Background: an optimization exercise with open tools, aiming at a short achievable clock period and few clock cycles per item. Do not read the settings as production practice.
Only simulation tests tie the RTL to the original design; equivalence was not proved.
The clock port is modelled as an ideal driver; clocking choices that lean on that would not hold on a real chip.
Power figures rest on the tool's default switching activity, not on a simulated workload.

==> design/flow/config.mk <==
export PLATFORM = sky130hd
export DESIGN_NAME = mem_arbiter_n
export DESIGN_NICKNAME = mem_arbiter_n
export VERILOG_FILES = /design/flow/design.v
export SDC_FILE = /design/flow/constraint.sdc
export NUM_CORES = 4
export LEC_CHECK = 0
export ABC_CLOCK_PERIOD_IN_PS = 2000
export CAP_MARGIN = 20
export CORE_AREA = 10 10 570 570
export DIE_AREA = 0 0 580 580
export SETUP_SLACK_MARGIN = 2.2
export SLEW_MARGIN = 20
==> design/flow/constraint.sdc <==
create_clock -name core_clock -period 4.5 [get_ports {clk}]
set_input_delay 0.9000 -clock core_clock [delete_from_list [all_inputs] [get_ports {clk}]]
set_output_delay 0.9000 -clock core_clock [all_outputs]
set_load 0.01 [all_outputs]
==> design/flow/design.v <==
module mem_arbiter_n #(
  parameter int NUM_CH  = 4,
  parameter int ADDR_W  = 32,
  parameter int LINE_W  = 256,
  parameter int BURST_W = 64
) (
  input  logic                       clk,
  input  logic                       reset_n,
  input  logic [NUM_CH-1:0]          ch_read_i,
  input  logic [NUM_CH-1:0]          ch_write_i,
  input  logic [NUM_CH*ADDR_W-1:0]   ch_addr_i,
  input  logic [NUM_CH*LINE_W-1:0]   ch_wline_i,
  output logic [LINE_W-1:0]          ch_rline_o,
  output logic [NUM_CH-1:0]          ch_resp_o,
  output logic                       stall_o,
  input  logic                       resp_i,
  input  logic [BURST_W-1:0]         burst_i,
  output logic [BURST_W-1:0]         burst_o,
  output logic [ADDR_W-1:0]          address_o,
  output logic                       read_o,
  output logic                       write_o
);
  localparam int BEATS = LINE_W / BURST_W;
  localparam int CNT_W = $clog2(BEATS);
  localparam int CH_W  = (NUM_CH > 1) ? $clog2(NUM_CH) : 1;
  localparam int OFF_W = $clog2(LINE_W / 8);
  localparam int LA_W  = ADDR_W - OFF_W;
  localparam int NSRC  = NUM_CH * BEATS;           
  localparam logic [CNT_W-1:0] CNT_LAST = CNT_W'(BEATS - 1);
  logic [NUM_CH-1:0] req;
  assign req = ch_read_i | ch_write_i;
  logic [NUM_CH-1:0] granted_q, req_q, wr_q, resp_q;
  logic              resp_any_q;                     
  logic              nxt_v_q, nxt_wr_q;              
  logic [CH_W-1:0]   nxt_ch_q;
  logic              act_q;                          
  logic              act_wr_q;                       
  logic [CH_W-1:0]   act_ch_q;
  logic [CNT_W-1:0]  cnt_q;                          
  logic [CH_W-1:0]   rr_ptr_q;
  logic [NUM_CH-1:0] granted_d;
  logic              nxt_v_d, nxt_wr_d, act_d, rd_d, wr_d, last_q, last_d, take, xfer;
  logic [CH_W-1:0]   nxt_ch_d, act_ch_d, rr_ptr_d;
  logic [CNT_W-1:0]  cnt_d;
  assign stall_o   = (|req) & ~resp_any_q;
  assign ch_resp_o = resp_q;
  assign last_q    = (cnt_q == CNT_LAST);
  assign xfer      = resp_i && act_q;
  logic [NUM_CH-1:0] elig;
  logic [CH_W-1:0]   choice;
  logic              do_choose;
  assign elig      = req_q & ~granted_q;
  assign do_choose = !nxt_v_q && (|elig);
  int cand;
  always_comb begin
    choice = '0;
    cand   = 0;
    for (int i = NUM_CH - 1; i >= 0; i--) begin
      cand = int'(rr_ptr_q) + i;
      if (cand >= NUM_CH) cand = cand - NUM_CH;
      if (elig[cand[CH_W-1:0]]) choice = cand[CH_W-1:0];
    end
  end
  always_comb begin
    granted_d = granted_q & ~resp_q;
    nxt_v_d   = nxt_v_q;
    nxt_ch_d  = nxt_ch_q;
    nxt_wr_d  = nxt_wr_q;
    act_d     = act_q;
    act_ch_d  = act_ch_q;
    cnt_d     = cnt_q;
    rd_d      = read_o;
    wr_d      = write_o;
    rr_ptr_d  = rr_ptr_q;
    take = act_q ? (resp_i && last_q && nxt_v_q) : nxt_v_q;
    if (take) begin
      act_d    = 1'b1;
      act_ch_d = nxt_ch_q;
      cnt_d    = '0;
      rd_d     = !nxt_wr_q;
      wr_d     = nxt_wr_q;
      nxt_v_d  = 1'b0;
    end else if (xfer) begin
      cnt_d = cnt_q + 1'b1;
      if (last_q) begin
        act_d = 1'b0;
        rd_d  = 1'b0;
        wr_d  = 1'b0;
      end
    end
    if (do_choose) begin
      nxt_v_d           = 1'b1;
      nxt_ch_d          = choice;
      nxt_wr_d          = wr_q[choice];
      granted_d[choice] = 1'b1;
      rr_ptr_d          = (int'(choice) == NUM_CH - 1) ? '0 : choice + 1'b1;
    end
  end
  assign last_d = (cnt_d == CNT_LAST);
  always_ff @(posedge clk or negedge reset_n) begin
    if (!reset_n) begin
      granted_q  <= '0;
      req_q      <= '0;
      wr_q       <= '0;
      resp_q     <= '0;
      resp_any_q <= 1'b0;
      nxt_v_q    <= 1'b0;
      nxt_wr_q   <= 1'b0;
      nxt_ch_q   <= '0;
      act_q      <= 1'b0;
      act_wr_q   <= 1'b0;
      act_ch_q   <= '0;
      cnt_q      <= '0;
      read_o     <= 1'b0;
      write_o    <= 1'b0;
      rr_ptr_q   <= '0;
    end else begin
      granted_q  <= granted_d;
      req_q      <= req & ~granted_q;
      wr_q       <= ch_write_i;
      resp_q     <= (xfer && last_q) ? (NUM_CH'(1) << act_ch_q) : '0;
      resp_any_q <= xfer && last_q;
      nxt_v_q    <= nxt_v_d;
      nxt_wr_q   <= nxt_wr_d;
      nxt_ch_q   <= nxt_ch_d;
      act_q      <= act_d;
      if (take) act_wr_q <= nxt_wr_q;
      act_ch_q   <= act_ch_d;
      cnt_q      <= cnt_d;
      read_o     <= rd_d;
      write_o    <= wr_d;
      rr_ptr_q   <= rr_ptr_d;
    end
  end
  logic [CH_W-1:0]   ch_h, ch_t;
  logic [CNT_W-1:0]  bt_h, bt_t;
  logic [NSRC-1:0]   selb_h_q, selb_t_q;
  logic [NUM_CH-1:0] sela_h_q, sela_t_q;
  always_comb begin
    ch_h = act_d ? act_ch_d : nxt_ch_d;
    bt_h = act_d ? cnt_d : '0;
    ch_t = (act_d && !last_d) ? act_ch_d : nxt_ch_d;
    bt_t = (act_d && !last_d) ? cnt_d + 1'b1 : '0;
  end
  always_ff @(posedge clk) begin
    selb_h_q <= NSRC'(1) << (int'(ch_h) * BEATS + int'(bt_h));
    selb_t_q <= NSRC'(1) << (int'(ch_t) * BEATS + int'(bt_t));
    sela_h_q <= NUM_CH'(1) << ch_h;
    sela_t_q <= NUM_CH'(1) << ch_t;
  end
  logic [BURST_W-1:0] beat_h, beat_t, beat_q;
  logic [LA_W-1:0]    addr_h, addr_t, addr_q;
  always_comb begin
    beat_h = '0;
    beat_t = '0;
    for (int s = 0; s < NSRC; s++) begin
      beat_h = beat_h | ({BURST_W{selb_h_q[s]}} & ch_wline_i[s*BURST_W +: BURST_W]);
      beat_t = beat_t | ({BURST_W{selb_t_q[s]}} & ch_wline_i[s*BURST_W +: BURST_W]);
    end
    addr_h = '0;
    addr_t = '0;
    for (int c = 0; c < NUM_CH; c++) begin
      addr_h = addr_h | ({LA_W{sela_h_q[c]}} & ch_addr_i[c*ADDR_W + OFF_W +: LA_W]);
      addr_t = addr_t | ({LA_W{sela_t_q[c]}} & ch_addr_i[c*ADDR_W + OFF_W +: LA_W]);
    end
  end
  always_ff @(posedge clk) begin
    beat_q <= resp_i ? beat_t : beat_h;
    addr_q <= resp_i ? addr_t : addr_h;
  end
  assign burst_o   = beat_q;
  assign address_o = {addr_q, {OFF_W{1'b0}}};
  localparam int ASM_W = LINE_W - BURST_W;
  logic [BURST_W-1:0] new_beat;
  logic [ASM_W-1:0]   asm_q;
  logic [LINE_W-1:0]  rline_q;
  assign new_beat   = act_wr_q ? beat_h : burst_i;
  assign ch_rline_o = rline_q;
  always_ff @(posedge clk) begin
    if (xfer) asm_q <= {new_beat, asm_q[ASM_W-1:BURST_W]};
    rline_q <= {new_beat, asm_q};
  end
endmodule
==> design/flow/flow/run.sh <==
#!/bin/bash
# The standard layout (standard synthesis, floorplan, placement, CTS, routing), with
#  - the resizer allowed to swap a cell for any cell of the same function, not only
#    same-footprint ones;
#  - the port buffers made as buf_4 rather than the flow's default buffer;
#  - the delay cells (clkdlybuf4s*, dlygate*, dlymetal*) kept out of placement and routing
#    repairs, which otherwise pick them as fanout and port buffers;
#  - the request pins and stall_o (the one path from inputs straight to an output) kept
#    next to each other on the die edge (flow/pins.tcl, run before pin placement);
#  - a fanout cap for the resizer's repairs (flow/fanout.tcl, run before the first repair).
# Synthesis runs first on its own, unchanged. ORFS writes each step's log under orfs/logs;
# make's own output goes to synth.log and layout.log.
set -e
bash standard.sh synth > synth.log 2>&1
DU=$(make -s -C "$FLOW_HOME" DESIGN_CONFIG=$PWD/config.mk WORK_HOME=$PWD/orfs print-DONT_USE_CELLS | sed -n 's/^DONT_USE_CELLS: //p')
DLY="sky130_fd_sc_hd__clkdlybuf4s15_1 sky130_fd_sc_hd__clkdlybuf4s15_2 sky130_fd_sc_hd__clkdlybuf4s18_1 sky130_fd_sc_hd__clkdlybuf4s18_2 sky130_fd_sc_hd__clkdlybuf4s25_1 sky130_fd_sc_hd__clkdlybuf4s25_2 sky130_fd_sc_hd__clkdlybuf4s50_1 sky130_fd_sc_hd__clkdlybuf4s50_2 sky130_fd_sc_hd__dlygate4sd1_1 sky130_fd_sc_hd__dlygate4sd2_1 sky130_fd_sc_hd__dlygate4sd3_1 sky130_fd_sc_hd__dlymetal6s2s_1 sky130_fd_sc_hd__dlymetal6s4s_1 sky130_fd_sc_hd__dlymetal6s6s_1"
echo "DONT_USE_CELLS=$DU $DLY" > dont_use.log
export PRE_IO_PLACEMENT_TCL=$PWD/flow/pins.tcl
export PRE_RESIZE_TCL=$PWD/flow/fanout.tcl
bash standard.sh MATCH_CELL_FOOTPRINT=0 "BUFFER_PORTS_ARGS=-buffer_cell sky130_fd_sc_hd__buf_4" "DONT_USE_CELLS=$DU $DLY" finish > layout.log 2>&1
==> design/flow/flow/fanout.tcl <==
# Cap fanout for the resizer's repairs, so wide selects get buffer trees early.
set_max_fanout 12 [current_design]
==> design/flow/flow/pins.tcl <==
# Keep the channel request pins and stall_o together, so the stall_o logic sits at the edge.
set_io_pin_constraint -group -order -pin_names {ch_read_i[0] ch_write_i[0] ch_read_i[1] ch_write_i[1] stall_o ch_read_i[2] ch_write_i[2] ch_read_i[3] ch_write_i[3]}
==> design/flow/standard.sh <==
#!/bin/bash
# synth_recipe.tcl (not shown) runs the flow's synth.tcl, then flattens the netlist and writes it again
# the make line also repeats each setting of config.mk as NAME=value (left out here)
make -C /OpenROAD-flow-scripts/flow DESIGN_CONFIG=/design/flow/config.mk WORK_HOME=/design/flow/orfs CLKGATE_MAP_FILE= SYNTH_SCRIPT=/design/flow/synth_recipe.tcl "${@:-finish}"
==> impl_table.tex, run 1 <==
\begin{tabular}{lr}
\hline
Metric & Value \\
\hline
\multicolumn{2}{l}{\textbf{Timing}} \\
\quad Final count of negative-setup-slack endpoints & 0 \\
\quad Final hold viol count & 0 \\
\quad Unrepaired setup endpoints after global routing & true \\
\quad Max-Slew Margin vs Limit & 0.201 \\
\quad Shortest clock period the worst path allows after layout & $\sim$2.4 ns \\
\quad Final count of pins violating max slew & 0 \\
\quad Fin Hold WS & 0.151 ns \\
\quad Maximum clock frequency & 412 MHz \\
\quad Setup ws final & 2.08 ns \\
\quad Final worst-path cycle share & 0.539 \\
\quad Worst clock skew & between 0.09 and 0.1 ns \\
\quad Actual slew at the worst max-slew pin & 1.20 ns \\
\multicolumn{2}{l}{\textbf{Setup path}} \\
\quad Cell-by-cell trace of the critical path & a41oi\_2 > buf\_4 \\
\quad Category of the worst setup path launch point & flip-flop \\
\quad Kind of end point of the critical path & primary output \\
\quad Slowest-stage cell, CP & dfrtp\_1 \\
\quad Critical Path RT & 3.60 ns \\
\quad Data arrival time of the critical path & 1.52 ns \\
\quad Biggest fanout along the worst timing path & 1 \\
\quad WS Path Type & reg -> out \\
\quad Biggest cell delay along the critical path & 0.42 ns \\
\multicolumn{2}{l}{\textbf{Yosys}} \\
\quad EDFF count, synth & 192 \\
\quad Post-synth cell types & 60 \\
\quad Mux contribution to synthesized area & 0.0235 \\
\quad Synthesis Warnings & 1 \\
\quad Dominant combinational cell family by area after synthesis & compound AO/OA/AOI/OAI gates \\
\quad Biggest area contributors in the synthesized netlist & dfxtp\_1, edfxtp\_1, a22oi\_1 \\
\quad Xor-xnor portion of the synthesized cell area & 0.000302 \\
\quad Total standard cell area after synthesis & 0.0290 sq mm \\
\quad Post-synthesis adder-cell area fraction & 0.00259 \\
\quad Register bit count reported by yosys & 610 \\
\quad Area fraction of the dominant cell type after synthesis & 0.267 \\
\quad Number of instances in the synthesized netlist & between 2000 and 3000 \\
\quad Dominant cell type by area after synthesis & dfxtp\_1 \\
\quad Main flop type after synthesis & dfxtp\_1 \\
\quad Share of flip-flops with an asynchronous set or reset & 0.0508 \\
\quad Sequential element share of the synthesized area & 0.492 \\
\quad Synth Area per Inst & 10.2 sq um \\
\quad Simple-gate portion of the synthesized area & 0.0926 \\
\quad Area fraction in compound gates after synthesis & 0.346 \\
\multicolumn{2}{l}{\textbf{Final layout}} \\
\quad Fillcell total & 35000 \\
\quad Share of final-layout standard cells stronger than drive strength 1 & 0.479 \\
\quad Final std cells w/o fill & 9054 \\
\quad Area growth from synthesis to layout & 82.6\% \\
\quad \# nets final & 5887 \\
\quad Post-route core utilization & 0.170 \\
\quad Post-route standard cell area excluding fillers & between 0.05 and 0.06 sq mm \\
\multicolumn{2}{l}{\textbf{Global routing}} \\
\quad Initial antenna violation count & 434 \\
\quad Total congestion overflow & 0 \\
\quad Largest net degree at the start of global routing & 15 \\
\quad Tot GR Track Use & 0.232 \\
\quad Vias in the first global route & 39200 \\
\quad Global-route wire length before repair & 503 mm \\
\multicolumn{2}{l}{\textbf{Floorplan}} \\
\quad Initial core utilization & 0.0930 \\
\quad Core area & 0.312 sq mm \\
\quad Die X & 580 um \\
\quad Die Height & 580 um \\
\quad Die area & 0.336 sq mm \\
\quad Num ports & 1586 \\
\quad Row cnt & between 200 and 250 \\
\multicolumn{2}{l}{\textbf{Drt}} \\
\quad Final routed wire length divided by cell count & 46.2 um \\
\quad Met3 Routed Length & $\sim$77 mm \\
\quad Length of routed met2 wiring & 168 mm \\
\quad Antenna-violating nets left & 0 \\
\quad Iter 0 DRT Violations & 7806 \\
\quad Via Count & roughly 43000 \\
\quad Routed Wire Length & 418 mm \\
\quad Via density & about 4.7 \\
\quad Uppermost layer routed & met5 \\
\quad Met1 Routed Length & about 140 mm \\
\quad Detailed-route DRC error count & 0 \\
\quad Drt first pass iters & 9 \\
\multicolumn{2}{l}{\textbf{Worst hold path}} \\
\quad Worst min-delay path class & in -> async \\
\multicolumn{2}{l}{\textbf{CTS}} \\
\quad Number of sinks on the clock net & between 600 and 700 \\
\quad Source-to-sink clock delay at the later pin of the worst-skew pair & 0.78 ns \\
\quad Clk slew on worst S/H paths & 0.06 ns \\
\quad Max H-tree Level & 3 \\
\quad Buffers from clock root to sink, at most & 4 \\
\quad Total CTS buffers & 80 \\
\quad TritonCTS clock tree & built \\
\quad Clk Tree Root Cell & clkbuf\_16 \\
\multicolumn{2}{l}{\textbf{Power and ir drop}} \\
\quad Power Density & 715 mW/mm\^{}2 \\
\quad VDD IR-drop max & between 300 and 400 uV \\
\quad Leakage power & 0.0213 uW \\
\multicolumn{2}{l}{\textbf{Place}} \\
\quad Cell count after placement & 8612 \\
\quad Worst slack at placement & -2.39 ns \\
\quad Count of buffers inserted at the top-level ports & around 1600 \\
\quad Post-Place Cell Area & approximately 0.047 sq mm \\
\quad Final HPWL from detailed placement & 360 mm \\
\quad Placer Congestion & approximately 1 \\
\multicolumn{2}{l}{\textbf{Flow run}} \\
\quad Max capacitance violation total & 0 \\
\multicolumn{2}{l}{\textbf{Outcome}} \\
\quad Run status & timing/DRC/antenna clean \\
\hline
\end{tabular}
==> critical path: cells and delay by family, from the launching register on <==
kind / cells / cell delay (ns)
flip-flops: 1 / 0.42
AO/OA/AOI/OAI: 1 / 0.17
buffers and inverters: 1 / 0.15
==> state kept, by name, indices dropped and copies added, names as in the netlist, 2 cells and up <==
| register | flops |
|---|---|
| rline_q | 256 |
| asm_q | 192 |
| beat_q | 64 |
| addr_q | 27 |
| selb_h_q | 16 |
| selb_t_q | 16 |
| granted_q | 4 |
| req_q | 4 |
| resp_q | 4 |
| sela_h_q | 4 |
| sela_t_q | 4 |
| wr_q | 4 |
| act_ch_q | 2 |
| cnt_q | 2 |
| nxt_ch_q | 2 |
| rr_ptr_q | 2 |
==> routing by layer <==
layer / GRT usage / vias to the layer above
li1: - / 15600
met1: 0.241 / 20100
met2: 0.335 / 4891
met3: 0.183 / 1593
met4: 0.121 / 322
met5: 0 / -
==> power breakdown <==
part | total [uW] | internal (uW) | leakage [uW] | switching [uW]
Clock | 6930 | 4050 | 0.00133 | 2880
Combinational | 21900 | 7880 | 0.0145 | 14000
Sequential | 9090 | 7920 | 0.00552 | 1180
==> cells by family after synthesis <==
group	Yosys count
AOI/OAI and AO/OA	1275
xor gates and xnor gates	1
adders and majority gates	6
buffers and inverters	308
DFF	610
muxes	68
other	1
and+or+nand+nor	582
==> layout by cell type, fill, tap and decap left out, types with 11 or more instances in the layout <==
cell type  count
buf_1         92
buf_6         75
a21oi_1       45
dfxtp_1      350
nor2_1       171
a21oi_2       20
nand4_1       31
nor2_4        48
diode_2      200
clkbuf_2      35
clkbuf_16     84
buf_2         80
o21ai_0       16
inv_1         20
nor3_1        30
buf_12        33
buf_16        11
dfxtp_4       33
buf_8         27
clkbuf_1      14
a221oi_2      41
nand3_1      225
a31oi_1       27
clkbuf_4      18
mux2i_1       61
dfrtp_1       27
buf_4       1631
nor2_2        20
edfxtp_1     192
a221oi_1     183
a22o_1       279
nand2_1       26
a22oi_1      625
==> metrics by stage <==
| stage | setup TNS (ns) | power (uW) |
|---|---|---|
| 2_1_floorplan | 0 | 16400 |
| 3_3_place_gp | 0 | 26300 |
| 3_5_place_dp | -203.80 | 27500 |
| 4_1_cts | 0 | 36500 |
| 5_1_grt | 0 | 38800 |
| 6_report | 0 | 37900 |
==> worst paths after layout <==
check | startpoint | endpoint | slack (ns) | cells past startpoint
min in group core_clock | ch_write_i[1] | wr_q[1] | 0.23 | 1
setup reg to reg | selb_t_q[9] | beat_q[4] | 2.11 | 7
hold reg to reg | asm_q[15] | rline_q[15] | 0.34 | 0
max in group asynchronous | reset_n | req_q[3] | 2.92 | 4
setup / recovery | resp_any_q | stall_o | 2.08 | 2
hold / removal | reset_n | write_o | 0.15 | 2
==> timing repair <==
action / 4_1_cts / 5_1_grt
gates resized for setup: 773 / 166
endpoints found under the hold margin: 1 / 0
cloned: 1 / 1
setup endpoints to repair: 467 / 172
hold buffers: 1 / 0
buffers inserted: 60 / 37
pin swaps: 48 / 69
==> Yosys cell counts, types with 16 or more instances <==
cell,count
a22o_1,280
a31oi_1,27
buf_2,24
nor2_1,238
nor3_1,30
a22oi_1,629
nand2_1,28
o21ai_0,16
dfxtp_1,387
nand4_1,31
a221oi_1,227
nand3_1,230
inv_1,21
dfrtp_1,31
buf_1,86
clkbuf_1,170
edfxtp_1,192
mux2i_1,66
a21oi_1,68
==> final cells by class <==
type | instances | area [sq um] | area share
clock buffers | 102 | 2190 | 0.0413
flip-flops and latches | 610 | 14400 | 0.272
multi-input cells | 1937 | 14500 | 0.274
clock inverters | 40 | 543 | 0.0102
inverters | 21 | 82.6 | 0.00156
well taps | 4140 | 5180 | 0.0977
diodes | 200 | 500 | 0.00944
repair buffers | 2004 | 15600 | 0.294
Testbench counts, summed over its fixed seeds: cycles 7,152, items 1,536.
==> inputs of run 2 (changes only) <==
--- a/design/flow/config.mk
+++ b/design/flow/config.mk
@@ -8,6 +8,8 @@
 export ABC_CLOCK_PERIOD_IN_PS = 2000
 export CAP_MARGIN = 20
 export CORE_AREA = 10 10 570 570
+export CTS_CLUSTER_DIAMETER = 120
+export CTS_CLUSTER_SIZE = 24
 export DIE_AREA = 0 0 580 580
 export SETUP_SLACK_MARGIN = 2.2
 export SLEW_MARGIN = 20
==> run 2 against run 1 <==
Effect of this change:
- still clean on timing, DRC and antenna
- synthesized cell count unchanged
- first-iteration DRC count up 1.8%
- non-clock buffer count shrank 17
- global-route usage down 0.16 points
- sequential share of layout area up 0.67 points
- total power is 6.1% lower
- design area decreased by 2.4%
- critical path type is now reg -> reg
==> impl_table.tex, run 2 <==
\begin{tabular}{lr}
\hline
Metric & Value \\
\hline
\multicolumn{2}{l}{\textbf{Timing}} \\
\quad Fin Hold WS & 0.154 ns \\
\quad Final hold viol count & 0 \\
\quad Worst clock skew & about 0.053 ns \\
\quad Shortest clock period the worst path allows after layout & about 2.4 ns \\
\quad Actual slew at the worst max-slew pin & between 1 and 1.5 ns \\
\quad Maximum clock frequency & 412 MHz \\
\quad Sum of negative setup slack & 0 ns \\
\quad Final worst-path cycle share & 0.540 \\
\quad Final count of pins violating max slew & 0 \\
\quad Unrepaired setup endpoints after global routing & true \\
\quad Final count of negative-setup-slack endpoints & 0 \\
\quad Max-Slew Margin vs Limit & 0.244 \\
\multicolumn{2}{l}{\textbf{Drt}} \\
\quad Iter 0 DRT Violations & around 8000 \\
\quad Via Count & 42600 \\
\quad Detailed-route DRC error count & 0 \\
\quad Antenna-violating nets left & 0 \\
\quad Routed Wire Length & about 420 mm \\
\quad Final routed wire length divided by cell count & 46.3 um \\
\quad Drt first pass iters & 10 \\
\quad Via density & 4.74 \\
\multicolumn{2}{l}{\textbf{Place}} \\
\quad Post-Place Cell Area & 0.0468 sq mm \\
\quad Placer Congestion & around 1 \\
\quad Cell count after placement & 8612 \\
\quad Count of buffers inserted at the top-level ports & about 1600 \\
\quad Final HPWL from detailed placement & 360 mm \\
\multicolumn{2}{l}{\textbf{Setup path}} \\
\quad Slowest-stage cell, CP & dfxtp\_4 \\
\quad Critical Path RT & 5.02 ns \\
\quad Biggest fanout along the worst timing path & 12 \\
\quad Cell-by-cell trace of the critical path & buf\_4 > buf\_2 > a22o\_1 > a221oi\_1 > nand3\_1 > nor2\_4 > a21oi\_1 \\
\quad Kind of end point of the critical path & flip-flop \\
\quad Number of buffers and inverters on the critical path & 2 \\
\quad Category of the worst setup path launch point & flip-flop \\
\quad Data arrival time of the critical path & 2.95 ns \\
\quad Reg-to-reg critical path endpoint & asm\_q[171] \\
\quad WS Path Type & reg -> reg \\
\quad Biggest cell delay along the critical path & 0.54 ns \\
\quad Reg2Reg Setup Slack & 2.07 ns \\
\quad Number of cell instances on the worst register-to-register path & 7 \\
\quad Kind of cell adding the most delay to the critical path & buffers and inverters \\
\quad Beginning of the worst register-to-register path & selb\_h\_q[12] \\
\multicolumn{2}{l}{\textbf{Yosys}} \\
\quad Area fraction of the dominant cell type after synthesis & 0.267 \\
\quad Register bit count reported by yosys & 610 \\
\quad Cell types with the highest counts after synthesis & a22oi\_1, dfxtp\_1, a22o\_1, nor2\_1, nand3\_1 \\
\quad Post-synth cell types & 60 \\
\quad Share of flip-flops with an asynchronous set or reset & 0.0508 \\
\quad Dominant cell type by area after synthesis & dfxtp\_1 \\
\quad Sequential element share of the synthesized area & 0.492 \\
\quad Most used standard cell by instance count after synthesis & a22oi\_1 \\
\quad Biggest area contributors in the synthesized netlist & dfxtp\_1, edfxtp\_1, a22oi\_1 \\
\quad Number of instances in the synthesized netlist & 2851 \\
\quad EDFF count, synth & around 190 \\
\quad Synthesis Warnings & 1 \\
\quad Synth Area per Inst & 10.2 sq um \\
\quad Main flop type after synthesis & dfxtp\_1 \\
\quad Total standard cell area after synthesis & between 0.02 and 0.03 sq mm \\
\multicolumn{2}{l}{\textbf{Power and ir drop}} \\
\quad Leakage power & 0.0207 uW \\
\quad Power Density & 688 mW/mm\^{}2 \\
\quad VDD IR-drop max & 340 uV \\
\multicolumn{2}{l}{\textbf{CTS}} \\
\quad Clk Tree Root Cell & clkbuf\_16 \\
\quad Max H-tree Level & 2 \\
\quad Source-to-sink clock delay at the later pin of the worst-skew pair & 0.79 ns \\
\quad Clk slew on worst S/H paths & 0.10 ns \\
\quad Total CTS buffers & 44 \\
\quad Number of sinks on the clock net & 610 \\
\quad Buffers from clock root to sink, at most & 3 \\
\quad TritonCTS clock tree & built \\
\multicolumn{2}{l}{\textbf{Final layout}} \\
\quad Final std cells w/o fill & approximately 9000 \\
\quad \# nets final & 5834 \\
\quad Biggest regs & rline\_q (256), asm\_q (192), beat\_q (64) \\
\quad Share of final-layout standard cells stronger than drive strength 1 & 0.469 \\
\quad Commonest non-fill, non-tap cell in the layout & buf\_4 \\
\quad Highest-count cells in the layout ignoring fill and taps & buf\_4, a22oi\_1, dfxtp\_1 \\
\quad Post-route standard cell area excluding fillers & between 0.05 and 0.06 sq mm \\
\quad Post-route core utilization & 0.166 \\
\quad Max reg flops & 256 \\
\quad Register bank with the most flops & rline\_q \\
\quad Area growth from synthesis to layout & 78.2\% \\
\multicolumn{2}{l}{\textbf{Floorplan}} \\
\quad Initial core utilization & 0.0930 \\
\quad Num ports & 1586 \\
\quad Die area & 0.336 sq mm \\
\quad Core area & around 0.31 sq mm \\
\quad Die Height & 580 um \\
\quad Die X & 580 um \\
\quad Row cnt & 205 \\
\multicolumn{2}{l}{\textbf{Outcome}} \\
\quad Run status & timing/DRC/antenna clean \\
\multicolumn{2}{l}{\textbf{Global routing}} \\
\quad Largest net degree at the start of global routing & 26 \\
\quad Met1 track demand over resource in global routing & 0.239 \\
\quad Met2 track demand over resource in global routing & 0.328 \\
\quad Grt met3 use & 0.180 \\
\quad Total congestion overflow & 0 \\
\quad Vias in the first global route & 38400 \\
\quad Routing layer with the top usage in global route & met2 \\
\quad Global-route wire length before repair & roughly 500 mm \\
\quad Tot GR Track Use & 0.231 \\
\quad Initial antenna violation count & 435 \\
\multicolumn{2}{l}{\textbf{Flow run}} \\
\quad Max capacitance violation total & 0 \\
\multicolumn{2}{l}{\textbf{Worst hold path}} \\
\quad Worst min-delay path class & in -> async \\
\hline
\end{tabular}
-- run 2: cell count changes in the layout (fill, tap and decap cells not counted), sizes merged --
| cell | before | now |
|---|---|---|
| clkinv | 16 | 12 |
| buf | 1949 | 1936 |
| clkbuf | 157 | 110 |
| inv | 31 | 30 |
| diode | 200 | 210 |
| clkinvlp | 4 | 1 |
| bufinv | 10 | 1 |
-- run 2: per-layer routing --
layer,vias to the layer above,routed length (um),part of all wire
li1,15500,-,-
met1,20200,143000,0.34
met2,4960,165000,0.40
met3,1632,75000,0.18
met4,288,30700,0.074
met5,-,2240,0.0054
-- run 2: cell families (layout without fill, tap and decap cells) --
group,Yosys count,in the layout,synth area share
simple gates,582,582,0.0926
flops,610,610,0.492
other cells,1,215,0.000129
compound gates,1275,1275,0.346
xor+xnor,1,1,0.000302
buf+inv,308,2090,0.0420
fa+ha+maj,6,6,0.00259
mux,68,68,0.0235
-- run 2: power breakdown --
group,internal [uW],switching (uW)
clock network,2110,2740
logic,7790,13900
registers,7890,1150
-- run 2: per-stage QoR --
stage / worst slack, ns / total power [uW]
after detailed placement: -2.39 / 27500
after floorplan: 0.134 / 16400
after global placement: 0.998 / 26300
after global routing: 2.02 / 36400
final: 2.07 / 35600
after CTS: 2.00 / 34300
-- run 2: worst max path at each step --
stage                         start          to  slack [ns]  cells past startpoint
floorplan                    resp_i   resp_q[1]        0.13                      6
global placement    ch_wline_i[223]  asm_q[159]         1.0                      6
detailed placement           resp_i  asm_q[175]       -2.39                     10
CTS                          resp_i   addr_q[2]        2.00                      7
global route             resp_any_q     stall_o        2.02                      2
finish                 selb_h_q[12]  asm_q[171]        2.07                      7
-- run 2: layout make-up --
type	instances	area, sq um
diodes	210	526
clock buffers	59	1170
clock inverters	23	513
fillers	35100	260000
inverters	21	82.6
multi-input cells	1937	14400
flip-flops and latches	610	14400
well taps	4140	5180
repair buffers	1987	15400
-- run 2: what timing repair did --
action	in CTS	in global routing
hold buffers	1	0
resized for setup	746	162
buffers inserted	43	37
gates cloned	0	2
hold endpoints to repair	1	0
pin swaps	43	65
setup endpoints to repair	458	178
==> inputs of run 3 (changes only) <==
--- a/design/flow/config.mk
+++ b/design/flow/config.mk
@@ -7,9 +7,7 @@
 export LEC_CHECK = 0
 export ABC_CLOCK_PERIOD_IN_PS = 2000
 export CAP_MARGIN = 20
-export CORE_AREA = 10 10 570 570
-export CTS_CLUSTER_DIAMETER = 120
-export CTS_CLUSTER_SIZE = 24
-export DIE_AREA = 0 0 580 580
+export CORE_AREA = 10 10 450 450
+export DIE_AREA = 0 0 460 460
 export SETUP_SLACK_MARGIN = 2.2
 export SLEW_MARGIN = 20
==> run 3 against run 2 <==
Effect of this change:
- clock skew decreased by 0.023 ns
- design area decreased by 2.3%
- clock-buffer cell count increased by 33
- clock power increased by 35%
- combinational power decreased by 5%
- die area decreased by 37%
- first-iteration DRC count decreased by 5.6%
- routed wire length decreased by 9.8%
- maximum frequency increased by 1.3%
- global-route usage increased by 10 points
- cell count decreased by 18%
- register-to-register slack improved by 0.03 ns
- critical endpoint is now asm_q[153]
- largest cell class unchanged
- highest routed layer unchanged
==> impl_table.tex, run 3 <==
\begin{tabular}{lr}
\hline
Metric & Value \\
\hline
\multicolumn{2}{l}{\textbf{Timing}} \\
\quad Final count of negative-setup-slack endpoints & 0 \\
\quad Fin Hold WS & roughly 0.26 ns \\
\quad Shortest clock period the worst path allows after layout & roughly 2.4 ns \\
\quad Final worst-path cycle share & 0.533 \\
\quad Worst clock skew & 0.0294 ns \\
\quad Unrepaired setup endpoints after global routing & true \\
\quad Actual slew at the worst max-slew pin & 1.19 ns \\
\quad Final hold viol count & 0 \\
\quad Final count of pins violating max slew & 0 \\
\quad Maximum clock frequency & 417 MHz \\
\quad Max-Slew Margin vs Limit & 0.204 \\
\multicolumn{2}{l}{\textbf{Floorplan}} \\
\quad Row cnt & about 160 \\
\quad Die area & about 0.21 sq mm \\
\quad Core area & between 0.15 and 0.2 sq mm \\
\quad Initial core utilization & 0.151 \\
\quad Die Height & 460 um \\
\quad Num ports & roughly 1600 \\
\quad Die X & 460 um \\
\multicolumn{2}{l}{\textbf{Power and ir drop}} \\
\quad Power Density & roughly 700 mW/mm\^{}2 \\
\quad P\_int & a little under 20000 uW \\
\quad Sequential Power Share & 0.249 \\
\quad Leakage power & 0.0212 uW \\
\quad VDD IR-drop max & roughly 360 uV \\
\quad Switching power summed over all nets & 17000 uW \\
\quad Combinational cell fraction of total power & 0.571 \\
\quad Net switching share of the total power & 0.468 \\
\quad Sum of internal, switching and leakage power & 36300 uW \\
\quad Clock share of power & 0.180 \\
\multicolumn{2}{l}{\textbf{Yosys}} \\
\quad Number of instances in the synthesized netlist & between 2000 and 3000 \\
\quad Synthesis Warnings & 1 \\
\quad Area fraction of the dominant cell type after synthesis & 0.267 \\
\quad Register bit count reported by yosys & 610 \\
\quad Share of flip-flops with an asynchronous set or reset & 0.0508 \\
\quad Main flop type after synthesis & dfxtp\_1 \\
\quad Most used standard cell by instance count after synthesis & a22oi\_1 \\
\quad Total standard cell area after synthesis & slightly below 0.03 sq mm \\
\quad Synth Area per Inst & 10.2 sq um \\
\quad Sequential element share of the synthesized area & 0.492 \\
\quad EDFF count, synth & roughly 190 \\
\quad Dominant cell type by area after synthesis & dfxtp\_1 \\
\quad Post-synth cell types & 60 \\
\quad Biggest area contributors in the synthesized netlist & dfxtp\_1, edfxtp\_1, a22oi\_1 \\
\quad Cell types with the highest counts after synthesis & a22oi\_1, dfxtp\_1, a22o\_1, nor2\_1, nand3\_1 \\
\multicolumn{2}{l}{\textbf{Drt}} \\
\quad Via density & around 5.7 \\
\quad Via Count & 42100 \\
\quad Drt first pass iters & 8 \\
\quad Detailed-route DRC error count & 0 \\
\quad Routed Wire Length & 375 mm \\
\quad Antenna-violating nets left & 0 \\
\quad Iter 0 DRT Violations & 7503 \\
\quad Final routed wire length divided by cell count & 50.8 um \\
\multicolumn{2}{l}{\textbf{Setup path}} \\
\quad Critical Path RT & 4.94 ns \\
\quad Data arrival time of the critical path & 2.84 ns \\
\quad Biggest fanout along the worst timing path & 6 \\
\quad Kind of end point of the critical path & flip-flop \\
\quad WS Path Type & reg -> reg \\
\quad Category of the worst setup path launch point & flip-flop \\
\quad Number of cell instances on the worst register-to-register path & 8 \\
\multicolumn{2}{l}{\textbf{CTS}} \\
\quad Source-to-sink clock delay at the later pin of the worst-skew pair & between 0.7 and 0.8 ns \\
\quad Number of sinks on the clock net & 610 \\
\quad Max H-tree Level & 3 \\
\quad Total CTS buffers & between 70 and 80 \\
\quad Clk slew on worst S/H paths & 0.06 ns \\
\quad TritonCTS clock tree & built \\
\quad Clk Tree Root Cell & clkbuf\_16 \\
\quad Buffers from clock root to sink, at most & 3 \\
\multicolumn{2}{l}{\textbf{Final layout}} \\
\quad Share of final-layout standard cells stronger than drive strength 1 & 0.478 \\
\quad Register bank with the most flops & rline\_q \\
\quad Max reg flops & 256 \\
\quad \# nets final & 5864 \\
\quad Footprint of the flip-flops and latches & 0.0144 sq mm \\
\quad Area growth from synthesis to layout & 74.1\% \\
\quad Fillcell total & 20800 \\
\quad Highest-count cells in the layout ignoring fill and taps & buf\_4, a22oi\_1, dfxtp\_1 \\
\quad Commonest non-fill, non-tap cell in the layout & buf\_4 \\
\quad Biggest regs & rline\_q (256), asm\_q (192), beat\_q (64) \\
\quad Multi-input gate area & 0.0145 sq mm \\
\multicolumn{2}{l}{\textbf{Global routing}} \\
\quad Initial antenna violation count & 321 \\
\quad Vias in the first global route & 39400 \\
\quad Largest net degree at the start of global routing & 15 \\
\quad Tot GR Track Use & 0.333 \\
\quad Global-route wire length before repair & 459 mm \\
\quad Total congestion overflow & 0 \\
\multicolumn{2}{l}{\textbf{Worst hold path}} \\
\quad Worst min-delay path class & in -> async \\
\multicolumn{2}{l}{\textbf{Flow run}} \\
\quad Max capacitance violation total & 0 \\
\multicolumn{2}{l}{\textbf{Outcome}} \\
\quad Run status & timing/DRC/antenna clean \\
\multicolumn{2}{l}{\textbf{Place}} \\
\quad Count of buffers inserted at the top-level ports & 1560 \\
\quad Placer Congestion & 1.04 \\
\quad Final HPWL from detailed placement & 319 mm \\
\hline
\end{tabular}
run 3: cell counts after synthesis:
No cell type changed its count.
run 3: final timing paths:
check                         startpoint     endpoint  slack [ns]
max                         selb_h_q[11]   asm_q[153]        2.10
min                              reset_n      wr_q[0]        0.26
max reg2reg                 selb_h_q[11]   asm_q[153]        2.10
min reg2reg                    asm_q[49]  rline_q[49]        0.34
max in group asynchronous        reset_n     act_wr_q        3.15
min in group core_clock    ch_write_i[0]      wr_q[0]        0.31
run 3: kinds of logic (layout without fill, tap and decap cells):
group,after synthesis,in the layout,share of synthesized area
compound gates,1275,1275,0.346
flops,610,610,0.492
simple gates,582,582,0.0926
buf+inv,308,2146,0.0420
mux,68,68,0.0235
fa+ha+maj,6,6,0.00259
other cells,1,162,0.000129
xor+xnor,1,1,0.000302
run 3: what timing repair did:
action | 4_1_cts | 5_1_grt
hold buffers | 0 | 0
pin swaps | 65 | 61
setup buffers | 58 | 23
cloned | 1 | 0
gates resized for setup | 864 | 158
endpoints found under the setup margin | 402 | 218
run 3: routing by layer:
metal	GRT usage	vias to the layer above	wire length, um	part of all wire
li1	-	15500	-	-
met1	0.355	20300	128000	0.34
met2	0.488	4666	158000	0.42
met3	0.184	1458	54100	0.14
met4	0.254	164	33600	0.090
met5	0.00158	-	1160	0.0031
run 3: stage by stage:
stage | setup TNS (ns) | setup slack [ns] | cell area, sq um | util | std cells
after floorplan | 0 | 0.134 | 29100 | - | 2855
after global placement | 0 | 1.23 | 43600 | 0.226 | 6753
after detailed placement | -4.03 | -0.307 | 44700 | 0.232 | 6999
after CTS | 0 | 2.03 | 49400 | 0.257 | 7196
after global routing | 0 | 2.08 | 50400 | 0.262 | 7320
final | 0 | 2.10 | 50500 | 0.262 | 7376
run 3: critical path: stages (launching register included):
cell      delay, ns
dfxtp_4        0.35
buf_6          0.15
buf_1          0.23
clkbuf_2       0.29
a22o_1         0.26
a221oi_1       0.25
nand3_1        0.18
nor2_4         0.27
a21oi_1        0.16
run 3: layout make-up:
| cell class | count | area share |
|---|---|---|
| inverters | 21 | 0.00163 |
| clock inverters | 46 | 0.0107 |
| multi-input cells | 1937 | 0.288 |
| well taps | 2526 | 0.0626 |
| flip-flops and latches | 610 | 0.285 |
| clock buffers | 92 | 0.0404 |
| diodes | 157 | 0.00778 |
| repair buffers | 1987 | 0.304 |
run 3: power groups by stage:
stage / logic, uW / clock network, uW / registers [uW]
5_1_grt: 21200 / 6800 / 9150
3_5_place_dp: 17400 / 0 / 9170
3_3_place_gp: 14600 / 0 / 10800
4_1_cts: 19400 / 6610 / 9030
2_1_floorplan: 7320 / 0 / 9070
6_report: 20700 / 6550 / 9030
==> inputs of run 4 (changes only) <==
--- a/design/flow/config.mk
+++ b/design/flow/config.mk
@@ -7,7 +7,7 @@
 export LEC_CHECK = 0
 export ABC_CLOCK_PERIOD_IN_PS = 2000
 export CAP_MARGIN = 20
-export CORE_AREA = 10 10 450 450
-export DIE_AREA = 0 0 460 460
+export CORE_AREA = 10 10 500 500
+export DIE_AREA = 0 0 510 510
 export SETUP_SLACK_MARGIN = 2.2
 export SLEW_MARGIN = 20
==> run 4 against run 3 <==
Effect of this change:
- still clean
- sequential share of layout area decreased by 0.14 points
- sequential cell count unchanged
- clock power is 4.0% lower
- critical path depth down 1
- sequential power hardly changed
- critical endpoint is now beat_q[54]
- highest routed layer unchanged
==> impl_table.tex, run 4 <==
\begin{tabular}{lr}
\hline
Metric & Value \\
\hline
\multicolumn{2}{l}{\textbf{Outcome}} \\
\quad Run status & timing/DRC/antenna clean \\
\multicolumn{2}{l}{\textbf{Floorplan}} \\
\quad Initial core utilization & 0.122 \\
\quad Num ports & 1586 \\
\quad Core area & 0.238 sq mm \\
\quad Die area & about 0.26 sq mm \\
\quad Row cnt & 179 \\
\quad Die Height & 510 um \\
\quad Die X & about 500 um \\
\multicolumn{2}{l}{\textbf{Setup path}} \\
\quad Number of buffers and inverters on the critical path & 3 \\
\quad Biggest fanout along the worst timing path & 12 \\
\quad Slowest-stage cell, CP & buf\_2 \\
\quad Kind of cell adding the most delay to the critical path & buffers and inverters \\
\quad Data arrival time of the critical path & 3.00 ns \\
\quad Category of the worst setup path launch point & flip-flop \\
\quad Biggest cell delay along the critical path & 0.47 ns \\
\quad Critical Path RT & $\sim$5.1 ns \\
\quad Kind of end point of the critical path & flip-flop \\
\quad WS Path Type & reg -> reg \\
\quad Most frequent cell on the critical path & clkbuf\_4 \\
\quad Cell-by-cell trace of the critical path & clkbuf\_4 > buf\_2 > clkbuf\_4 > a22oi\_1 > nand4\_1 > nor2\_1 > mux2i\_2 \\
\multicolumn{2}{l}{\textbf{Yosys}} \\
\quad Sequential element share of the synthesized area & 0.492 \\
\quad Main flop type after synthesis & dfxtp\_1 \\
\quad EDFF count, synth & 192 \\
\quad Cell types with the highest counts after synthesis & a22oi\_1, dfxtp\_1, a22o\_1, nor2\_1, nand3\_1 \\
\quad Most used standard cell by instance count after synthesis & a22oi\_1 \\
\quad Synthesis Warnings & 1 \\
\quad Biggest area contributors in the synthesized netlist & dfxtp\_1, edfxtp\_1, a22oi\_1 \\
\quad Dominant cell type by area after synthesis & dfxtp\_1 \\
\quad Register bit count reported by yosys & 610 \\
\quad Share of flip-flops with an asynchronous set or reset & 0.0508 \\
\quad Total standard cell area after synthesis & 0.0290 sq mm \\
\quad Post-synth cell types & 60 \\
\quad Synth Area per Inst & 10.2 sq um \\
\quad Area fraction of the dominant cell type after synthesis & 0.267 \\
\quad Number of instances in the synthesized netlist & between 2000 and 3000 \\
\multicolumn{2}{l}{\textbf{Drt}} \\
\quad Antenna-violating nets left & 0 \\
\quad Met1 Routed Length & 136 mm \\
\quad Met3 Routed Length & between 50 and 60 mm \\
\quad Final routed wire length divided by cell count & 47.9 um \\
\quad Drt first pass iters & 7 \\
\quad Uppermost layer routed & met5 \\
\quad Via density & 5.26 \\
\quad Detailed-route DRC error count & 0 \\
\quad Via Count & 42100 \\
\quad Routed Wire Length & 383 mm \\
\quad Iter 0 DRT Violations & 7851 \\
\quad Length of routed met2 wiring & 162 mm \\
\multicolumn{2}{l}{\textbf{Final layout}} \\
\quad Highest-count cells in the layout ignoring fill and taps & buf\_4, a22oi\_1, dfxtp\_1 \\
\quad Multi-input gate area & 0.0143 sq mm \\
\quad Register bank with the most flops & rline\_q \\
\quad Share of final-layout standard cells stronger than drive strength 1 & 0.472 \\
\quad Area growth from synthesis to layout & 75.0\% \\
\quad Max reg flops & 256 \\
\quad Footprint of the flip-flops and latches & 0.0144 sq mm \\
\quad Biggest regs & rline\_q (256), asm\_q (192), beat\_q (64) \\
\quad Fillcell total & 26300 \\
\quad Commonest non-fill, non-tap cell in the layout & buf\_4 \\
\quad Post-route standard cell area excluding fillers & $\sim$0.051 sq mm \\
\quad \# nets final & 5846 \\
\quad Final std cells w/o fill & 8006 \\
\multicolumn{2}{l}{\textbf{CTS}} \\
\quad Buffers from clock root to sink, at most & 3 \\
\quad Max H-tree Level & 3 \\
\quad Number of sinks on the clock net & 610 \\
\quad TritonCTS clock tree & built \\
\quad Clk slew on worst S/H paths & 0.07 ns \\
\quad Total CTS buffers & 75 \\
\quad Source-to-sink clock delay at the later pin of the worst-skew pair & 0.76 ns \\
\quad Clk Tree Root Cell & clkbuf\_16 \\
\multicolumn{2}{l}{\textbf{Place}} \\
\quad Cell count after placement & 7644 \\
\quad Count of buffers inserted at the top-level ports & 1560 \\
\quad Placer Congestion & 1.03 \\
\quad Post-Place Cell Area & 0.0455 sq mm \\
\quad Final HPWL from detailed placement & about 330 mm \\
\multicolumn{2}{l}{\textbf{Timing}} \\
\quad Worst clock skew & 0.0572 ns \\
\quad Final count of pins violating max slew & 0 \\
\quad Shortest clock period the worst path allows after layout & 2.39 ns \\
\quad Final hold viol count & 0 \\
\quad Unrepaired setup endpoints after global routing & true \\
\quad Final count of negative-setup-slack endpoints & 0 \\
\quad Max-Slew Margin vs Limit & 0.250 \\
\quad Actual slew at the worst max-slew pin & between 1 and 1.5 ns \\
\quad Maximum clock frequency & 418 MHz \\
\quad Final worst-path cycle share & 0.531 \\
\multicolumn{2}{l}{\textbf{Power and ir drop}} \\
\quad Clock share of power & 0.175 \\
\quad P\_int & approximately 19000 uW \\
\quad Power Density & 709 mW/mm\^{}2 \\
\quad Sequential Power Share & 0.250 \\
\quad Combinational cell fraction of total power & 0.575 \\
\quad VDD IR-drop max & 373 uV \\
\quad Switching power summed over all nets & 17100 uW \\
\quad Net switching share of the total power & 0.475 \\
\quad Leakage power & 0.0209 uW \\
\multicolumn{2}{l}{\textbf{Flow run}} \\
\quad Max capacitance violation total & 0 \\
\multicolumn{2}{l}{\textbf{Global routing}} \\
\quad Tot GR Track Use & 0.275 \\
\quad Global-route wire length before repair & around 470 mm \\
\quad Initial antenna violation count & 360 \\
\quad Largest net degree at the start of global routing & 15 \\
\quad Vias in the first global route & 39100 \\
\quad Total congestion overflow & 0 \\
\multicolumn{2}{l}{\textbf{Worst hold path}} \\
\quad Worst min-delay path class & in -> async \\
\hline
\end{tabular}
-- run 4: cell counts after synthesis --
Identical to the previous run, type by type.
-- run 4: kinds of logic (layout without fill, tap and decap cells) --
logic type | count (synthesis) | after routing | share of synthesized area
xor gates and xnor gates | 1 | 1 | 0.000302
adders and majority gates | 6 | 6 | 0.00259
DFF | 610 | 610 | 0.492
buffers and inverters | 308 | 2127 | 0.0420
AOI/OAI and AO/OA | 1275 | 1275 | 0.346
other | 1 | 170 | 0.000129
and+or+nand+nor | 582 | 582 | 0.0926
muxes | 68 | 68 | 0.0235
-- run 4: power by group through the flow --
stage	Combinational [uW]	Sequential [uW]	Clock, uW
2_1_floorplan	7320	9070	0
3_3_place_gp	14900	11000	0
3_5_place_dp	17700	9120	0
4_1_cts	19300	9010	6430
5_1_grt	21200	9150	6620
6_report	20700	9000	6290
-- run 4: timing repair --
item | CTS | global route
resized for setup | 761 | 143
pin swaps | 36 | 49
cloned | 0 | 1
endpoints found under the hold margin | 1 | 0
setup endpoints to repair | 474 | 131
hold buffers | 1 | 0
setup buffers | 23 | 34
-- run 4: path summary, 6_finish.rpt --
check | slack, ns | cells past startpoint | endpoint | from
min in group core_clock | 0.30 | 0 | rline_q[23] | asm_q[23]
min reg2reg | 0.30 | 0 | rline_q[23] | asm_q[23]
max in group asynchronous | 2.82 | 4 | req_q[1] | reset_n
max reg2reg | 2.11 | 7 | beat_q[54] | selb_t_q[14]
max | 2.11 | 7 | beat_q[54] | selb_t_q[14]
min | 0.26 | 2 | write_o | reset_n
-- run 4: layout make-up --
class	instances	area share
antenna	165	0.00813
clock buffer	89	0.0386
clock inverter	49	0.0102
inverter	21	0.00163
multi-input combinational	1937	0.282
sequential	610	0.284
tap	3167	0.0780
timing repair buffer	1968	0.297
-- run 4: per-stage QoR --
step / setup WS, ns / TNS, ns / utilization / total power, uW / hold WS [ns]
finish: 2.11 / 0 / 0.213 / 36000 / 0.257
global route: 2.14 / 0 / 0.212 / 37000 / 0.192
CTS: 2.12 / 0 / 0.208 / 34700 / 0.170
detailed placement: -1.34 / -68.28 / 0.191 / 26800 / 0.327
global placement: 1.26 / 0 / 0.187 / 26000 / 0.323
floorplan: 0.134 / 0 / - / 16400 / 0.323
-- run 4: metal layers --
metal | global-route usage | vias to the layer above
met5 | 0 | -
met4 | 0.161 | 232
met3 | 0.158 | 1377
met2 | 0.407 | 4582
met1 | 0.307 | 20500
li1 | - | 15400
-- run 4: worst reg2reg max path, delay by kind of cell, from the launching register on --
family / cells / cell delay [ns]
multiplexers: 1 / 0.27
AND/OR/NAND/NOR: 2 / 0.18
flip-flops: 1 / 0.35
buffers and inverters: 3 / 1.36
AO/OA/AOI/OAI: 1 / 0.13
==> inputs of run 5 (changes only) <==
--- a/design/flow/flow/run.sh
+++ b/design/flow/flow/run.sh
@@ -7,7 +7,8 @@
 #    repairs, which otherwise pick them as fanout and port buffers;
 #  - the request pins and stall_o (the one path from inputs straight to an output) kept
 #    next to each other on the die edge (flow/pins.tcl, run before pin placement);
-#  - a fanout cap for the resizer's repairs (flow/fanout.tcl, run before the first repair).
+#  - a fanout cap for the resizer's repairs (flow/fanout.tcl, run before the first repair);
+#  - a second, longer setup repair after clock tree synthesis (flow/post_cts.tcl).
 # Synthesis runs first on its own, unchanged. ORFS writes each step's log under orfs/logs;
 # make's own output goes to synth.log and layout.log.
 set -e
@@ -17,4 +18,5 @@
 echo "DONT_USE_CELLS=$DU $DLY" > dont_use.log
 export PRE_IO_PLACEMENT_TCL=$PWD/flow/pins.tcl
 export PRE_RESIZE_TCL=$PWD/flow/fanout.tcl
+export POST_CTS_TCL=$PWD/flow/post_cts.tcl
 bash standard.sh MATCH_CELL_FOOTPRINT=0 "BUFFER_PORTS_ARGS=-buffer_cell sky130_fd_sc_hd__buf_4" "DONT_USE_CELLS=$DU $DLY" finish > layout.log 2>&1
==> design/flow/flow/post_cts.tcl (new file) <==
# A second, longer setup repair after clock tree synthesis, then legalise again.
set_dont_use $::env(DONT_USE_CELLS)
estimate_parasitics -placement
repair_timing -setup -setup_margin 2.4 -repair_tns 100 -max_passes 10000 -verbose
detailed_placement
check_placement -verbose
--- a/design/flow/config.mk
+++ b/design/flow/config.mk
@@ -7,7 +7,7 @@
 export LEC_CHECK = 0
 export ABC_CLOCK_PERIOD_IN_PS = 2000
 export CAP_MARGIN = 20
-export CORE_AREA = 10 10 500 500
-export DIE_AREA = 0 0 510 510
+export CORE_AREA = 10 10 450 450
+export DIE_AREA = 0 0 460 460
 export SETUP_SLACK_MARGIN = 2.2
 export SLEW_MARGIN = 20
==> run 5 against run 4 <==
Effect of this change:
- highest routed layer unchanged
- utilization up 6.6 points
- largest cell class unchanged
- non-clock buffer count grew 110
- clock skew down 0.030 ns
- critical path depth is 1 lower
- clock-buffer cell count increased by 3
- combinational power grew 9.7%
- sequential share of layout area fell by 0.85 points
- first-iteration DRC count fell by 3.0%
- design area increased by 5.7%
- die area decreased by 19%
- cell count down 6.5%
==> impl_table.tex, run 5 <==
\begin{tabular}{lr}
\hline
Metric & Value \\
\hline
\multicolumn{2}{l}{\textbf{Outcome}} \\
\quad Run status & timing/DRC/antenna clean \\
\multicolumn{2}{l}{\textbf{Timing}} \\
\quad Final count of negative-setup-slack endpoints & 0 \\
\quad Worst clock skew & between 0.02 and 0.03 ns \\
\quad Final count of pins violating max slew & 0 \\
\quad Setup ws final & 2.14 ns \\
\quad Final hold viol count & 0 \\
\quad Maximum clock frequency & between 400 and 500 MHz \\
\quad Actual slew at the worst max-slew pin & 1.27 ns \\
\quad Max-Slew Margin vs Limit & 0.152 \\
\quad Unrepaired setup endpoints after global routing & true \\
\quad Final worst-path cycle share & 0.525 \\
\quad Shortest clock period the worst path allows after layout & 2.36 ns \\
\multicolumn{2}{l}{\textbf{Floorplan}} \\
\quad Num ports & 1586 \\
\quad Initial core utilization & 0.151 \\
\quad Die area & $\sim$0.21 sq mm \\
\quad Die Height & 460 um \\
\quad Core area & 0.193 sq mm \\
\quad Die X & around 460 um \\
\quad Row cnt & approximately 160 \\
\multicolumn{2}{l}{\textbf{Yosys}} \\
\quad Total standard cell area after synthesis & 0.0290 sq mm \\
\quad EDFF count, synth & 192 \\
\quad Main flop type after synthesis & dfxtp\_1 \\
\quad Most used standard cell by instance count after synthesis & a22oi\_1 \\
\quad Cell types with the highest counts after synthesis & a22oi\_1, dfxtp\_1, a22o\_1, nor2\_1, nand3\_1 \\
\quad Dominant cell type by area after synthesis & dfxtp\_1 \\
\quad Share of flip-flops with an asynchronous set or reset & 0.0508 \\
\quad Sequential element share of the synthesized area & 0.492 \\
\quad Number of instances in the synthesized netlist & 2851 \\
\quad Area fraction of the dominant cell type after synthesis & 0.267 \\
\quad Register bit count reported by yosys & 610 \\
\quad Post-synth cell types & 60 \\
\quad Synth Area per Inst & about 10 sq um \\
\quad Biggest area contributors in the synthesized netlist & dfxtp\_1, edfxtp\_1, a22oi\_1 \\
\quad Synthesis Warnings & 1 \\
\multicolumn{2}{l}{\textbf{Final layout}} \\
\quad Max reg flops & 256 \\
\quad Highest-count cells in the layout ignoring fill and taps & buf\_4, a22oi\_1, buf\_6 \\
\quad Biggest regs & rline\_q (256), asm\_q (192), beat\_q (64) \\
\quad Share of final-layout standard cells stronger than drive strength 1 & 0.553 \\
\quad Final std cells w/o fill & 7489 \\
\quad Register bank with the most flops & rline\_q \\
\quad \# nets final & 5955 \\
\quad Area growth from synthesis to layout & 85.0\% \\
\quad Commonest non-fill, non-tap cell in the layout & buf\_4 \\
\multicolumn{2}{l}{\textbf{Drt}} \\
\quad Detailed-route DRC error count & 0 \\
\quad Via density & 5.68 \\
\quad Iter 0 DRT Violations & 7616 \\
\quad Final routed wire length divided by cell count & 50.4 um \\
\quad Via Count & roughly 43000 \\
\quad Met1 Routed Length & 129 mm \\
\quad Length of routed met2 wiring & between 150 and 200 mm \\
\quad Drt first pass iters & 9 \\
\quad Met3 Routed Length & around 54 mm \\
\quad Uppermost layer routed & met5 \\
\quad Antenna-violating nets left & 0 \\
\quad Routed Wire Length & 378 mm \\
\multicolumn{2}{l}{\textbf{Power and ir drop}} \\
\quad P\_int & roughly 21000 uW \\
\quad Sum of internal, switching and leakage power & 38600 uW \\
\quad Clock share of power & 0.170 \\
\quad Combinational cell fraction of total power & 0.587 \\
\quad Power Density & a little over 700 mW/mm\^{}2 \\
\quad Sequential Power Share & 0.244 \\
\quad Switching power summed over all nets & $\sim$18000 uW \\
\quad VDD IR-drop max & 346 uV \\
\quad Net switching share of the total power & 0.456 \\
\quad Leakage power & roughly 0.022 uW \\
\multicolumn{2}{l}{\textbf{Setup path}} \\
\quad Reg2Reg Setup Slack & about 2.3 ns \\
\quad Data arrival time of the critical path & between 2 and 3 ns \\
\quad Number of cell instances on the worst register-to-register path & 8 \\
\quad Critical Path RT & 5.12 ns \\
\quad Kind of end point of the critical path & flip-flop \\
\quad WS Path Type & in -> reg \\
\quad Beginning of the worst register-to-register path & selb\_t\_q[9] \\
\quad Reg-to-reg critical path endpoint & beat\_q[61] \\
\quad Biggest fanout along the worst timing path & 10 \\
\quad Category of the worst setup path launch point & input pin \\
\multicolumn{2}{l}{\textbf{Worst hold path}} \\
\quad Worst min-delay path class & in -> async \\
\multicolumn{2}{l}{\textbf{Place}} \\
\quad Count of buffers inserted at the top-level ports & approximately 1600 \\
\quad Worst slack at placement & -0.307 ns \\
\quad Final HPWL from detailed placement & 319 mm \\
\quad Placer Congestion & 1.04 \\
\quad Cell count after placement & 6999 \\
\multicolumn{2}{l}{\textbf{Global routing}} \\
\quad Total congestion overflow & 0 \\
\quad Global-route wire length before repair & 464 mm \\
\quad Largest net degree at the start of global routing & 15 \\
\quad Vias in the first global route & 40300 \\
\quad Tot GR Track Use & 0.336 \\
\quad Initial antenna violation count & 325 \\
\multicolumn{2}{l}{\textbf{CTS}} \\
\quad Clk slew on worst S/H paths & about 0.07 ns \\
\quad TritonCTS clock tree & built \\
\quad Source-to-sink clock delay at the later pin of the worst-skew pair & 0.72 ns \\
\quad Number of sinks on the clock net & just over 600 \\
\multicolumn{2}{l}{\textbf{Flow run}} \\
\quad Max capacitance violation total & 0 \\
\hline
\end{tabular}
run 5: cell counts after synthesis:
No cell type changed its count.
run 5: worst max-delay path by stage:
stage          depth (start not counted)         start           to
6_report                               6        resp_i   beat_q[52]
3_5_place_dp                           9  selb_h_q[15]   asm_q[139]
5_1_grt                                2    resp_any_q      stall_o
2_1_floorplan                          6        resp_i    resp_q[1]
3_3_place_gp                           6        resp_i  selb_h_q[8]
run 5: cell families (layout without fill, tap and decap cells):
logic type | Yosys count | in the layout | synth area share
AND/OR/NAND/NOR | 582 | 582 | 0.0926
flip-flops | 610 | 610 | 0.492
adder cells (fa/ha/maj) | 6 | 6 | 0.00259
other | 1 | 184 | 0.000129
AO/OA/AOI/OAI | 1275 | 1275 | 0.346
buffers and inverters | 308 | 2237 | 0.0420
XOR/XNOR | 1 | 1 | 0.000302
multiplexers | 68 | 68 | 0.0235
run 5: power groups by stage:
| stage | Sequential (uW) | Clock [uW] | Combinational, uW |
|---|---|---|---|
| finish | 9420 | 6550 | 22700 |
| global placement | 10800 | 0 | 14600 |
| floorplan | 9070 | 0 | 7320 |
| detailed placement | 9170 | 0 | 17400 |
| global route | 9550 | 6800 | 23200 |
run 5: final cells by class:
type / count / area [sq um]
Antenna cell: 179 / 448
Clock buffer: 92 / 2040
Clock inverter: 46 / 543
Fill cell: 20500 / 139000
Inverter: 21 / 82.6
Multi-Input combinational cell: 1937 / 14800
Sequential cell: 610 / 14800
Tap cell: 2526 / 3160
Timing Repair Buffer: 2078 / 17800
run 5: layer usage:
layer,up-vias,track usage
li1,15700,-
met1,20700,0.356
met2,4618,0.492
met3,1411,0.183
met4,142,0.265
met5,-,0.00769
run 5: per-stage QoR:
stage / util / hold slack (ns) / TNS [ns] / cell area [sq um]
global route: 0.278 / 0.248 / 0 / 53500
detailed placement: 0.232 / 0.327 / -4.03 / 44700
floorplan: - / 0.323 / 0 / 29100
finish: 0.279 / 0.252 / 0 / 53700
global placement: 0.226 / 0.324 / 0 / 43600
run 5: worst max-delay path, cell delays in order:
cell      delay, ns
clkbuf_8       0.10
buf_12         0.16
buf_4          0.14
clkbuf_2       0.42
buf_1          0.82
mux2i_1        0.37
==> inputs of run 6 (changes only) <==
--- a/design/flow/config.mk
+++ b/design/flow/config.mk
@@ -7,7 +7,7 @@
 export LEC_CHECK = 0
 export ABC_CLOCK_PERIOD_IN_PS = 2000
 export CAP_MARGIN = 20
-export CORE_AREA = 10 10 450 450
-export DIE_AREA = 0 0 460 460
+export CORE_AREA = 10 10 500 500
+export DIE_AREA = 0 0 510 510
 export SETUP_SLACK_MARGIN = 2.2
 export SLEW_MARGIN = 20
==> run 6 against run 5 <==
Effect of this change:
- still clean on timing, DRC and antenna
- combinational power about the same
- register-to-register slack worse by 0.03 ns
- die area is 23% higher
==> impl_table.tex, run 6 <==
\begin{tabular}{lr}
\hline
Metric & Value \\
\hline
\multicolumn{2}{l}{\textbf{Setup path}} \\
\quad WS Path Type & in -> out \\
\quad Data arrival time of the critical path & 1.41 ns \\
\quad Biggest cell delay along the critical path & 0.16 ns \\
\quad Kind of end point of the critical path & primary output \\
\quad Slowest-stage cell, CP & buf\_4 \\
\quad Cell-by-cell trace of the critical path & buf\_4 > nor2\_4 > a41oi\_2 > buf\_4 \\
\quad Critical Path RT & 3.60 ns \\
\quad Category of the worst setup path launch point & input pin \\
\quad Most frequent cell on the critical path & buf\_4 \\
\quad Biggest fanout along the worst timing path & 2 \\
\multicolumn{2}{l}{\textbf{Yosys}} \\
\quad Synth Area per Inst & a little over 10 sq um \\
\quad Area fraction of the dominant cell type after synthesis & 0.267 \\
\quad Biggest area contributors in the synthesized netlist & dfxtp\_1, edfxtp\_1, a22oi\_1 \\
\quad Number of instances in the synthesized netlist & 2851 \\
\quad Share of flip-flops with an asynchronous set or reset & 0.0508 \\
\quad Cell types with the highest counts after synthesis & a22oi\_1, dfxtp\_1, a22o\_1, nor2\_1, nand3\_1 \\
\quad Total standard cell area after synthesis & 0.0290 sq mm \\
\quad Main flop type after synthesis & dfxtp\_1 \\
\quad Register bit count reported by yosys & 610 \\
\quad Most used standard cell by instance count after synthesis & a22oi\_1 \\
\quad EDFF count, synth & 192 \\
\quad Post-synth cell types & 60 \\
\quad Synthesis Warnings & 1 \\
\quad Sequential element share of the synthesized area & 0.492 \\
\quad Dominant cell type by area after synthesis & dfxtp\_1 \\
\multicolumn{2}{l}{\textbf{Global routing}} \\
\quad Vias in the first global route & 40100 \\
\quad Largest net degree at the start of global routing & 15 \\
\quad Tot GR Track Use & 0.279 \\
\quad Global-route wire length before repair & 472 mm \\
\quad Total congestion overflow & 0 \\
\quad Initial antenna violation count & 338 \\
\multicolumn{2}{l}{\textbf{Drt}} \\
\quad Final routed wire length divided by cell count & roughly 48 um \\
\quad Routed Wire Length & between 300 and 400 mm \\
\quad Via density & between 5 and 6 \\
\quad Antenna-violating nets left & 0 \\
\quad Iter 0 DRT Violations & 7799 \\
\quad Detailed-route DRC error count & 0 \\
\quad Drt first pass iters & 7 \\
\quad Via Count & 42500 \\
\multicolumn{2}{l}{\textbf{Place}} \\
\quad Placer Congestion & $\sim$1.0 \\
\quad Final HPWL from detailed placement & between 300 and 400 mm \\
\quad Count of buffers inserted at the top-level ports & 1560 \\
\multicolumn{2}{l}{\textbf{Timing}} \\
\quad Maximum clock frequency & roughly 430 MHz \\
\quad Final count of pins violating max slew & 0 \\
\quad Final count of negative-setup-slack endpoints & 0 \\
\quad Unrepaired setup endpoints after global routing & true \\
\quad Fin Hold WS & 0.204 ns \\
\quad Actual slew at the worst max-slew pin & around 1.1 ns \\
\quad Shortest clock period the worst path allows after layout & between 2 and 2.5 ns \\
\quad Worst clock skew & 0.0555 ns \\
\quad Final worst-path cycle share & 0.513 \\
\quad Final hold viol count & 0 \\
\quad Max-Slew Margin vs Limit & 0.253 \\
\multicolumn{2}{l}{\textbf{Floorplan}} \\
\quad Initial core utilization & 0.122 \\
\quad Die Height & 510 um \\
\quad Die X & around 510 um \\
\quad Core area & 0.238 sq mm \\
\quad Die area & 0.260 sq mm \\
\quad Row cnt & $\sim$180 \\
\quad Num ports & 1586 \\
\multicolumn{2}{l}{\textbf{Power and ir drop}} \\
\quad Power Density & 713 mW/mm\^{}2 \\
\quad Leakage power & 0.0221 uW \\
\quad VDD IR-drop max & 387 uV \\
\quad Sum of internal, switching and leakage power & 38600 uW \\
\multicolumn{2}{l}{\textbf{Final layout}} \\
\quad Max reg flops & approximately 260 \\
\quad Commonest non-fill, non-tap cell in the layout & buf\_4 \\
\quad Share of final-layout standard cells stronger than drive strength 1 & 0.543 \\
\quad Post-route core utilization & 0.227 \\
\quad Register bank with the most flops & rline\_q \\
\quad Biggest regs & rline\_q (256), asm\_q (192), beat\_q (64) \\
\quad Highest-count cells in the layout ignoring fill and taps & buf\_4, a22oi\_1, buf\_6 \\
\quad \# nets final & 5964 \\
\quad Area growth from synthesis to layout & 86.5\% \\
\quad Fillcell total & 26000 \\
\multicolumn{2}{l}{\textbf{CTS}} \\
\quad Number of sinks on the clock net & 610 \\
\quad Source-to-sink clock delay at the later pin of the worst-skew pair & around 0.74 ns \\
\quad Clk slew on worst S/H paths & 0.06 ns \\
\quad TritonCTS clock tree & built \\
\multicolumn{2}{l}{\textbf{Outcome}} \\
\quad Run status & timing/DRC/antenna clean \\
\multicolumn{2}{l}{\textbf{Flow run}} \\
\quad Max capacitance violation total & 0 \\
\multicolumn{2}{l}{\textbf{Worst hold path}} \\
\quad Worst min-delay path class & in -> async \\
\hline
\end{tabular}
run 6: area by class of cell:
cell class | instances | area [sq um] | share of cell area
clock buffers | 89 | 1960 | 0.0362
well taps | 3167 | 3960 | 0.0732
diodes | 142 | 355 | 0.00657
multi-input cells | 1937 | 14700 | 0.272
clock inverters | 49 | 515 | 0.00953
inverters | 21 | 82.6 | 0.00153
repair buffers | 2086 | 17700 | 0.328
flip-flops and latches | 610 | 14800 | 0.273
run 6: final timing paths:
kind	start	end	slack, ns	depth (start not counted)
max reg2reg	selb_t_q[14]	beat_q[54]	2.22	7
min reg2reg	asm_q[23]	rline_q[23]	0.30	0
min in group core_clock	asm_q[23]	rline_q[23]	0.30	0
min	reset_n	write_o	0.20	2
max in group asynchronous	reset_n	req_q[1]	2.91	4
max	ch_write_i[0]	stall_o	2.19	4
run 6: metal layers:
| metal | global-route usage | vias to the layer above | part of all wire |
|---|---|---|---|
| met3 | 0.160 | 1384 | 0.15 |
| met1 | 0.310 | 20700 | 0.35 |
| met5 | 0 | - | 0.0037 |
| li1 | - | 15700 | - |
| met4 | 0.172 | 226 | 0.070 |
| met2 | 0.410 | 4567 | 0.42 |
run 6: per-stage QoR:
stage                     std cells  setup slack, ns  instance area (sq um)  setup TNS [ns]
after floorplan                2855            0.134                  29100               0
after global placement         7431             1.26                  44600               0
after detailed placement       7644            -1.34                  45500          -68.28
after global routing           8045             2.15                  54000               0
final                          8101             2.19                  54100               0
run 6: worst max-delay path, delay by kind of cell:
family	cells	cell delay (ns)
buffers and inverters	2	0.28
AND/OR/NAND/NOR	1	0.12
AO/OA/AOI/OAI	1	0.11
run 6: cells by family (layout without fill, tap and decap cells):
logic type,Yosys count,after routing,synth area share
AO/OA/AOI/OAI,1275,1275,0.346
flip-flops,610,610,0.492
AND/OR/NAND/NOR,582,582,0.0926
buffers and inverters,308,2245,0.0420
multiplexers,68,68,0.0235
adder cells (fa/ha/maj),6,6,0.00259
other,1,147,0.000129
XOR/XNOR,1,1,0.000302
run 6: power by group:
group / switching, uW / internal, uW
combinational: 13600 / 9220
clock: 2870 / 3420
sequential: 1330 / 8140
total: 17800 / 20800

Re-timed with assumed drivers on the ports (clkbuf_16 on the clock, buf_2 on other inputs), run 6 has 2.143 ns of setup slack against 2.194 ns with ideal ports, and 1.476 ns once port delays also move by the mid clock arrival of 0.805 ns.
